Context: an optimization exercise on an open-source flow, tuned for small area, a short achievable clock period and few clock cycles per item. The choices shown serve that exercise and are no tape-out recipe. At most, simulation tests tie the RTL to the original design; equivalence was not proved. No activity file was given, so power comes from the tool's default toggle rates.

Setup of xenon:
==> module memory_read_arbiter, before the edit <==
module memory_read_arbiter #(
    parameter int MODEL_DEPTH = 16
) (
    input  logic                     interface_clk,
    input  logic [7*MODEL_DEPTH-1:0] i_dist,
    input  logic [4:0]               i_model_count,
    output logic [3:0]               o_index,
    output logic [6:0]               o_dist
);
    localparam logic [6:0] NO_MODEL_DIST = 7'h7f;
    logic [6:0] d0 [8];
    logic       i0 [8];
    logic [6:0] d1 [4];
    logic [1:0] i1 [4];
    always_comb begin
        for (int j = 0; j < 8; j++) begin
            logic sel;
            sel   = (i_model_count > 5'(2*j+1)) && (i_dist[7*(2*j+1) +: 7] < i_dist[7*(2*j) +: 7]);
            d0[j] = sel ? i_dist[7*(2*j+1) +: 7] : i_dist[7*(2*j) +: 7];
            i0[j] = sel;
        end
        for (int g = 0; g < 4; g++) begin
            logic sel;
            sel   = (i_model_count > 5'(4*g+2)) && (d0[2*g+1] < d0[2*g]);
            d1[g] = sel ? d0[2*g+1] : d0[2*g];
            i1[g] = sel ? {1'b1, i0[2*g+1]} : {1'b0, i0[2*g]};
        end
    end
    logic [6:0] d1_q [4];
    logic [1:0] i1_q [4];
    logic [3:1] v_q;
    logic       none_q;
    always_ff @(posedge interface_clk) begin
        for (int g = 0; g < 4; g++) begin
            d1_q[g] <= d1[g];
            i1_q[g] <= i1[g];
        end
        v_q    <= {i_model_count > 5'd12, i_model_count > 5'd8, i_model_count > 5'd4};
        none_q <= (i_model_count == 5'd0);
    end
    logic [6:0] d2;
    logic [1:0] i2;
    bfm_min4 u_min2 (
        .i_dist  ({d1_q[3], d1_q[2], d1_q[1], d1_q[0]}),
        .i_valid (v_q),
        .o_dist  (d2),
        .o_index (i2)
    );
    always_comb begin
        o_index = {i2, i1_q[i2]};
        o_dist  = none_q ? NO_MODEL_DIST : d2;
    end
endmodule
==> flow/config.mk <==
export PLATFORM = sky130hd
export DESIGN_NAME = brute_force_matcher
export DESIGN_NICKNAME = brute_force_matcher
export VERILOG_FILES = /design/flow/design.v
export SDC_FILE = /design/flow/constraint.sdc
export NUM_CORES = 4
export LEC_CHECK = 0
export ABC_CLOCK_PERIOD_IN_PS = 3000
export CAP_MARGIN = 20
export CORE_MARGIN = 2
export CORE_UTILIZATION = 40
export SETUP_SLACK_MARGIN = 5
export SLEW_MARGIN = 20
export TNS_END_PERCENT = 100
==> flow/constraint.sdc <==
create_clock -name core_clock -period 9.5 [get_ports {interface_clk}]
set_input_delay 1.9000 -clock core_clock [delete_from_list [all_inputs] [get_ports {interface_clk}]]
set_output_delay 1.9000 -clock core_clock [all_outputs]
set_load 0.01 [all_outputs]
standard.sh (not shown) runs the stock make flow with config.mk's settings and CLKGATE_MAP_FILE= SYNTH_SCRIPT=/design/flow/synth_recipe.tcl, a recipe that flattens the netlist after the stock synthesis.
==> flow/flow/run.sh <==
#!/bin/bash
# Layout flow: the standard synthesis, then a netlist clean-up of adder polarities
# (flow/fa_polarity.py: drops the inverters synthesis leaves between adder cells; registers
# and all other cells unchanged), then the standard ORFS steps from floorplan to finish,
# with the timing repair aimed below the clock period (SETUP_SLACK_MARGIN) and every
# port buffered with buf_4.
set -euo pipefail
MARGIN=6.2
R=orfs/results/sky130hd/brute_force_matcher/base
bash standard.sh synth > make_synth.log 2>&1
cp $R/1_2_yosys.v $R/1_2_yosys_std.v
python3 flow/fa_polarity.py $R/1_2_yosys_std.v $R/1_2_yosys.v > fa_polarity.log 2>&1
rm -f $R/1_synth.odb $R/1_synth.sdc
bash standard.sh SETUP_SLACK_MARGIN=$MARGIN "BUFFER_PORTS_ARGS=-buffer_cell sky130_fd_sc_hd__buf_4" finish > make_finish.log 2>&1
Other scripts of this flow, unchanged in this note and not shown: flow/flow/fa_polarity.py
Testbench counts of xenon, summed over its fixed seeds: cycles 1,360, queries 1,024.
diff inputs: xenon => cedar
-- flow/design.v --
<<< xenon, line 127
);
    localparam logic [6:0] NO_MODEL_DIST = 7'h7f;
    logic [6:0] d0 [8];
    logic       i0 [8];
    logic [6:0] d1 [4];
    logic [1:0] i1 [4];
    always_comb begin
        for (int j = 0; j < 8; j++) begin
            logic sel;
            sel   = (i_model_count > 5'(2*j+1)) && (i_dist[7*(2*j+1) +: 7] < i_dist[7*(2*j) +: 7]);
            d0[j] = sel ? i_dist[7*(2*j+1) +: 7] : i_dist[7*(2*j) +: 7];
            i0[j] = sel;
        end
        for (int g = 0; g < 4; g++) begin
            logic sel;
            sel   = (i_model_count > 5'(4*g+2)) && (d0[2*g+1] < d0[2*g]);
            d1[g] = sel ? d0[2*g+1] : d0[2*g];
            i1[g] = sel ? {1'b1, i0[2*g+1]} : {1'b0, i0[2*g]};
        end
    end
    logic [6:0] d1_q [4];
>>> cedar, line 127
);
    localparam logic [6:0] NO_MODEL_DIST = 7'h7f;
    logic [6:0] d1 [4];
    logic [1:0] i1 [4];
    for (genvar g = 0; g < 4; g++) begin : g_l1
        bfm_min4 u_min (
            .i_dist  (i_dist[28*g +: 28]),
            .i_valid ({i_model_count > 5'(4*g+3), i_model_count > 5'(4*g+2), i_model_count > 5'(4*g+1)}),
            .o_dist  (d1[g]),
            .o_index (i1[g])
        );
    end
    logic [6:0] d1_q [4];
### Flow results
cedar against xenon: final cycle utilization of the critical path about even; via count of the first global-routing pass rose 4.9%; area taken by multi-input logic gates rose 0.0011 mm².
xenon → cedar: cell area higher, power rose by 1.1 mW, count of inverters not on the clock network in the layout moved up, power spent charging and discharging nets +about 6%.
Between cedar and xenon, the effective utilization at floorplan figures differ only marginally.
Testbench counts of cedar, summed over its fixed seeds: cycles 1,360, queries 1,024.


Setup of run a:
brute_force_matcher again, from the RTL that the note above started with.
==> flow/config.mk <==
export PLATFORM = sky130hd
export DESIGN_NAME = brute_force_matcher
export DESIGN_NICKNAME = brute_force_matcher
export VERILOG_FILES = /design/flow/design.v
export SDC_FILE = /design/flow/constraint.sdc
export NUM_CORES = 4
export LEC_CHECK = 0
export ABC_CLOCK_PERIOD_IN_PS = 3000
export CAP_MARGIN = 20
export CORE_MARGIN = 2
export CORE_UTILIZATION = 40
export CTS_CLUSTER_DIAMETER = 60
export CTS_CLUSTER_SIZE = 24
export SETUP_SLACK_MARGIN = 5
export SLEW_MARGIN = 20
export TNS_END_PERCENT = 100
==> flow/constraint.sdc <==
create_clock -name core_clock -period 9.5 [get_ports {interface_clk}]
set_input_delay 1.9000 -clock core_clock [delete_from_list [all_inputs] [get_ports {interface_clk}]]
set_output_delay 1.9000 -clock core_clock [all_outputs]
set_load 0.01 [all_outputs]
==> flow/flow/run.sh <==
#!/bin/bash
# Layout flow: the standard synthesis, then a netlist clean-up of adder polarities
# (flow/fa_polarity.py: drops the inverters synthesis leaves between adder cells; registers
# and all other cells unchanged), then the standard ORFS steps from floorplan to finish,
# with the timing repair aimed below the clock period (SETUP_SLACK_MARGIN) and every
# port buffered with buf_4.
set -euo pipefail
MARGIN=6.3
R=orfs/results/sky130hd/brute_force_matcher/base
bash standard.sh synth > make_synth.log 2>&1
cp $R/1_2_yosys.v $R/1_2_yosys_std.v
python3 flow/fa_polarity.py $R/1_2_yosys_std.v $R/1_2_yosys.v > fa_polarity.log 2>&1
rm -f $R/1_synth.odb $R/1_synth.sdc
bash standard.sh SETUP_SLACK_MARGIN=$MARGIN "BUFFER_PORTS_ARGS=-buffer_cell sky130_fd_sc_hd__buf_4" finish > make_finish.log 2>&1
Other scripts of this flow, unchanged in this note and not shown: flow/flow/fa_polarity.py
Testbench counts of run a, summed over its fixed seeds: cycles 1,360, queries 1,024.
Input changes introduced in run b (baseline for comparison: run a):
--- a/flow/design.v
+++ b/flow/design.v
@@ -126,23 +126,15 @@
     output logic [6:0]               o_dist
 );
     localparam logic [6:0] NO_MODEL_DIST = 7'h7f;
-    logic [6:0] d0 [8];
-    logic       i0 [8];
     logic [6:0] d1 [4];
     logic [1:0] i1 [4];
-    always_comb begin
-        for (int j = 0; j < 8; j++) begin
-            logic sel;
-            sel   = (i_model_count > 5'(2*j+1)) && (i_dist[7*(2*j+1) +: 7] < i_dist[7*(2*j) +: 7]);
-            d0[j] = sel ? i_dist[7*(2*j+1) +: 7] : i_dist[7*(2*j) +: 7];
-            i0[j] = sel;
-        end
-        for (int g = 0; g < 4; g++) begin
-            logic sel;
-            sel   = (i_model_count > 5'(4*g+2)) && (d0[2*g+1] < d0[2*g]);
-            d1[g] = sel ? d0[2*g+1] : d0[2*g];
-            i1[g] = sel ? {1'b1, i0[2*g+1]} : {1'b0, i0[2*g]};
-        end
+    for (genvar g = 0; g < 4; g++) begin : g_l1
+        bfm_min4 u_min (
+            .i_dist  (i_dist[28*g +: 28]),
+            .i_valid ({i_model_count > 5'(4*g+3), i_model_count > 5'(4*g+2), i_model_count > 5'(4*g+1)}),
+            .o_dist  (d1[g]),
+            .o_index (i1[g])
+        );
     end
     logic [6:0] d1_q [4];
     logic [1:0] i1_q [4];
--- outcome ---
Final cycle utilization of the critical path for run b is higher than for run a.
Between run a and run b, gate count of the mapped netlist is lower for run a, run b comes in above that.
Run b reports a higher area taken by multi-input logic gates than run a does.
Against run a, run b reports a worst hold slack that is lower.
Changes observed in run b relative to run a: final period demand of the worst path increased 0.070 ns, final critical-path setup slack decreased 0.070 ns.
Compared run a against run b; clock insertion delay at the later pin of the skew report within noise.
Comparing run a against run b, there is no change at all in count of buffers from port buffering.
Run b vs run a, proportion of total power due to net switching went down by 0.16 points.
Count of clock buffers in the final design ends up lower on run a.
Run b packs its core more loosely than run a.
Leakage power total: run b vs run a, no meaningful difference
Multi-input combinational gate total went up by a few percent going from run a to run b.
Testbench counts of run b, summed over its fixed seeds: cycles 1,360, queries 1,024.


Setup of P:
Another version of the RTL of brute_force_matcher (not shown whole).
For scale: roughly 120 I/O pins, ~88,000 um^2 of cells after synthesis.
Settings: LEC_CHECK=0, ABC_CLOCK_PERIOD_IN_PS=3000, CAP_MARGIN=20, CORE_MARGIN=2, CORE_UTILIZATION=40, SETUP_SLACK_MARGIN=5, SLEW_MARGIN=20, TNS_END_PERCENT=100; clock period 9.5 ns.
==> flow/flow/run.sh <==
#!/bin/bash
# Standard ORFS layout (the standard.sh, standard synthesis unchanged), with the timing
# repair aimed below the clock period: repair_timing works until every path has this much
# setup slack at the design's 9.5 ns clock, i.e. a path of at most 9.5 - margin ns.
set -euo pipefail
MARGIN=6.0
bash standard.sh SETUP_SLACK_MARGIN=$MARGIN finish > standard_make.log 2>&1
P finished all stages; the layout is clean.
Here is what was changed in the inputs of Q compared with P.
diff --git a/flow/design.v b/flow/design.v
--- a/flow/design.v
+++ b/flow/design.v
@@ -7,24 +7,24 @@
     input  logic        rst,
     input  logic        i_load_valid,
     input  logic [72:0] i_load_word,    
     input  logic [1:0]  i_delivered,    
     output logic        o_load_ready,
     output logic        o_wr_en,
     output logic [3:0]  o_wr_addr,
-    output logic [63:0] o_wr_desc,
     output logic        o_query_v,      
     output logic [7:0]  o_word_id,
     output logic [63:0] o_word_desc,
     output logic [4:0]  o_model_count   
 );
     localparam logic [4:0] FULL_COUNT = 5'(MODEL_DEPTH);
     logic        ready_q;
     logic        accept;
     logic        accept_q;
+    logic        model_v;
     logic        query_v;
     logic [7:0]  word_id;
     logic [63:0] word_desc;
     logic [4:0]  model_count;
     logic        port_ptr;
     logic [1:0]  out_cnt [2];
     logic [1:0]  out_cnt_d [2];
@@ -38,37 +38,38 @@
             out_cnt_d[e] = out_cnt[e] + 2'((accept_q && port_ptr == 1'(e)) ? 1 : 0)
                                       - 2'(i_delivered[e] ? 1 : 0);
         end
     end
     always_ff @(posedge interface_clk) begin
         if (rst) begin
             ready_q     <= 1'b1;
+            model_v     <= 1'b0;
             query_v     <= 1'b0;
             port_ptr    <= 1'b0;
             out_cnt[0]  <= '0;
             out_cnt[1]  <= '0;
             model_count <= '0;
         end else begin
             ready_q     <= (out_cnt_d[port_ptr_d] != 2'(MAX_OUT));
+            model_v     <= accept & ~i_load_word[72];
             query_v     <= accept_q;
             port_ptr    <= port_ptr_d;
             out_cnt[0]  <= out_cnt_d[0];
             out_cnt[1]  <= out_cnt_d[1];
             if (o_wr_en) begin
                 model_count <= model_count + 1'b1;
             end
         end
     end
     always_ff @(posedge interface_clk) begin
         word_id   <= i_load_word[71:64];
         word_desc <= i_load_word[63:0];
     end
-    assign o_wr_en       = accept & ~i_load_word[72] & (model_count != FULL_COUNT);
+    assign o_wr_en       = model_v & (model_count != FULL_COUNT);
     assign o_wr_addr     = model_count[3:0];
-    assign o_wr_desc     = i_load_word[63:0];
     assign o_query_v     = query_v;
     assign o_word_id     = word_id;
     assign o_word_desc   = word_desc;
     assign o_model_count = model_count;
 endmodule
 `timescale 1ns/1ns
 module model_descriptor_memory #(
@@ -212,25 +213,37 @@
     assign y[3] = s29;   
     assign y[4] = c30;   
 endmodule
 module bfm_sum4x5 (
     input  logic [4:0] a0, a1, a2, a3,
     output logic [6:0] y
 );
-    logic s1, c2, s3, c4, s5, c6, s7, c8, s9, c10, s11, c12, s13, c14, s15, c16, s17, c18;
+    logic s1, c2, s3, c4, s5, c6, s7, c8, s9, c10, s11, c12, s13, c14, s15, c16, s17, c18, s19, c20, s21, c22, s23, c24, s25, c26, s27, c28, s29, c30;
     assign {c2, s1} = a0[0] + a1[0] + a2[0];
-    assign {c4, s3} = a0[1] + a1[1] + a2[1];
-    assign {c6, s5} = a3[1] + c2 + s3;
-    assign {c8, s7} = a0[2] + a1[2] + a2[2];
-    assign {c10, s9} = a3[2] + c4 + s7;
-    assign {c12, s11} = a0[3] + a1[3] + a2[3];
-    assign {c14, s13} = a3[3] + c8 + s11;
-    assign {c16, s15} = a0[4] + a1[4] + a2[4];
-    assign {c18, s17} = a3[4] + c12 + s15;
-    assign y = {1'b0, c16, c14, c10, c6, s5, a3[0]} + {1'b0, c18, s17, s13, s9, 1'b0, s1};   
+    assign {c4, s3} = a3[0] + s1;
+    assign {c6, s5} = a0[1] + a1[1] + a2[1];
+    assign {c8, s7} = a3[1] + c2 + s5;
+    assign {c10, s9} = c4 + s7;
+    assign {c12, s11} = a0[2] + a1[2] + a2[2];
+    assign {c14, s13} = a3[2] + c6 + s11;
+    assign {c16, s15} = c8 + s13 + c10;
+    assign {c18, s17} = a0[3] + a1[3] + a2[3];
+    assign {c20, s19} = a3[3] + c12 + s17;
+    assign {c22, s21} = c14 + s19 + c16;
+    assign {c24, s23} = a0[4] + a1[4] + a2[4];
+    assign {c26, s25} = a3[4] + c18 + s23;
+    assign {c28, s27} = c20 + s25 + c22;
+    assign {c30, s29} = c24 + c26 + c28;
+    assign y[0] = s3;   
+    assign y[1] = s9;   
+    assign y[2] = s15;   
+    assign y[3] = s21;   
+    assign y[4] = s27;   
+    assign y[5] = s29;   
+    assign y[6] = c30;   
 endmodule
 `timescale 1ns/1ns
 module brute_force_matcher (
     input  logic        interface_clk,
     input  logic        rst,
     input  logic        i_load_valid,
     input  logic [72:0] i_load_word,     
@@ -238,15 +251,14 @@
     output logic        o_load_ready,
     output logic [1:0]  o_match_valid,
     output logic [37:0] o_match          
 );
     localparam int MODEL_DEPTH = 16;
     logic                      wr_en;
     logic [3:0]                wr_addr;
-    logic [63:0]               wr_desc;
     logic                      q0_v;
     logic [7:0]                q0_id;
     logic [63:0]               word_desc;
     logic [4:0]                q0_cnt;
     logic [64*MODEL_DEPTH-1:0] models;
     logic [7*MODEL_DEPTH-1:0]  dists;
     logic [1:0]                delivered;
@@ -259,27 +271,26 @@
         .rst           (rst),
         .i_load_valid  (i_load_valid),
         .i_load_word   (i_load_word),
         .i_delivered   (delivered),
         .o_load_ready  (o_load_ready),
         .o_wr_en       (wr_en),
         .o_wr_addr     (wr_addr),
-        .o_wr_desc     (wr_desc),
         .o_query_v     (q0_v),
         .o_word_id     (q0_id),
         .o_word_desc   (word_desc),
         .o_model_count (q0_cnt)
     );
     model_descriptor_memory #(
         .MODEL_DEPTH (MODEL_DEPTH)
     ) u_memory (
         .interface_clk (interface_clk),
         .i_wr_en       (wr_en),
         .i_wr_addr     (wr_addr),
-        .i_wr_desc     (wr_desc),
+        .i_wr_desc     (word_desc),
         .o_models      (models)
     );
     for (genvar i = 0; i < MODEL_DEPTH; i++) begin : g_engine
         match_engine u_engine (
             .interface_clk (interface_clk),
             .i_query_desc  (word_desc),
             .i_model_desc  (models[64*i +: 64]),
[summary]
Result: PASS for each of Q and P
Fill cell total of the finished layout: Q vs P down 1.1%
Delta(area added between synthesis and finish, Q - P) < 0
Q and P ended up with nearly the same initial standard-cell utilization of the core.
Clock network fraction of design power in Q is 4.2 points above P.
Q vs P: routability congestion estimate from global placement down in Q
The run with more routed wire is P, not Q.
Q drops fewer vias than P.
Initial antenna violation count in Q is 13 below P.
Delta (Q minus P): clock power rose about 4%, sequential portion of the cell area rose 0.63 points.
Width of the die was higher in P than in Q.
No run of this note included a check of the RTL's function; only the layout flow was run.

==> static timing again, ports no longer ideal <==
How much do the figures lean on ideal ports? The routed layouts below were timed once more, with nothing changed but the port constraints. Step 1 assumes that a clkbuf_16 drives the clock port and a buf_2 every other input. Step 2 also shifts input and output timing later by t, the mid clock arrival at the registers, as if the neighbouring blocks saw the same clock. Slacks: ideal ports / drivers / drivers and shift; pairs: ideal ports / drivers.
run	t, ns	setup slack, ns	worst setup path after step 2	latest minus earliest clock arrival (ns)
xenon	0.896	6.224 / 6.129 / 5.401	input to register	0.056 / 0.056
cedar	0.902	6.217 / 6.124 / 5.491	input to register	0.078 / 0.079
run a	0.880	6.209 / 6.126 / 5.479	input to register	0.049 / 0.048
run b	0.884	6.139 / 6.131 / 5.304	input to register	0.080 / 0.080
P	0.917	5.825 / 5.880 / 4.973	input to register	0.077 / 0.077
Q	0.910	5.933 / 5.933 / 5.334	input to register	0.071 / 0.072
After both steps every run listed still meets setup and hold. The setup slack of P, which loses most, moves by +0.055 ns with the drivers and by -0.852 ns with both steps.
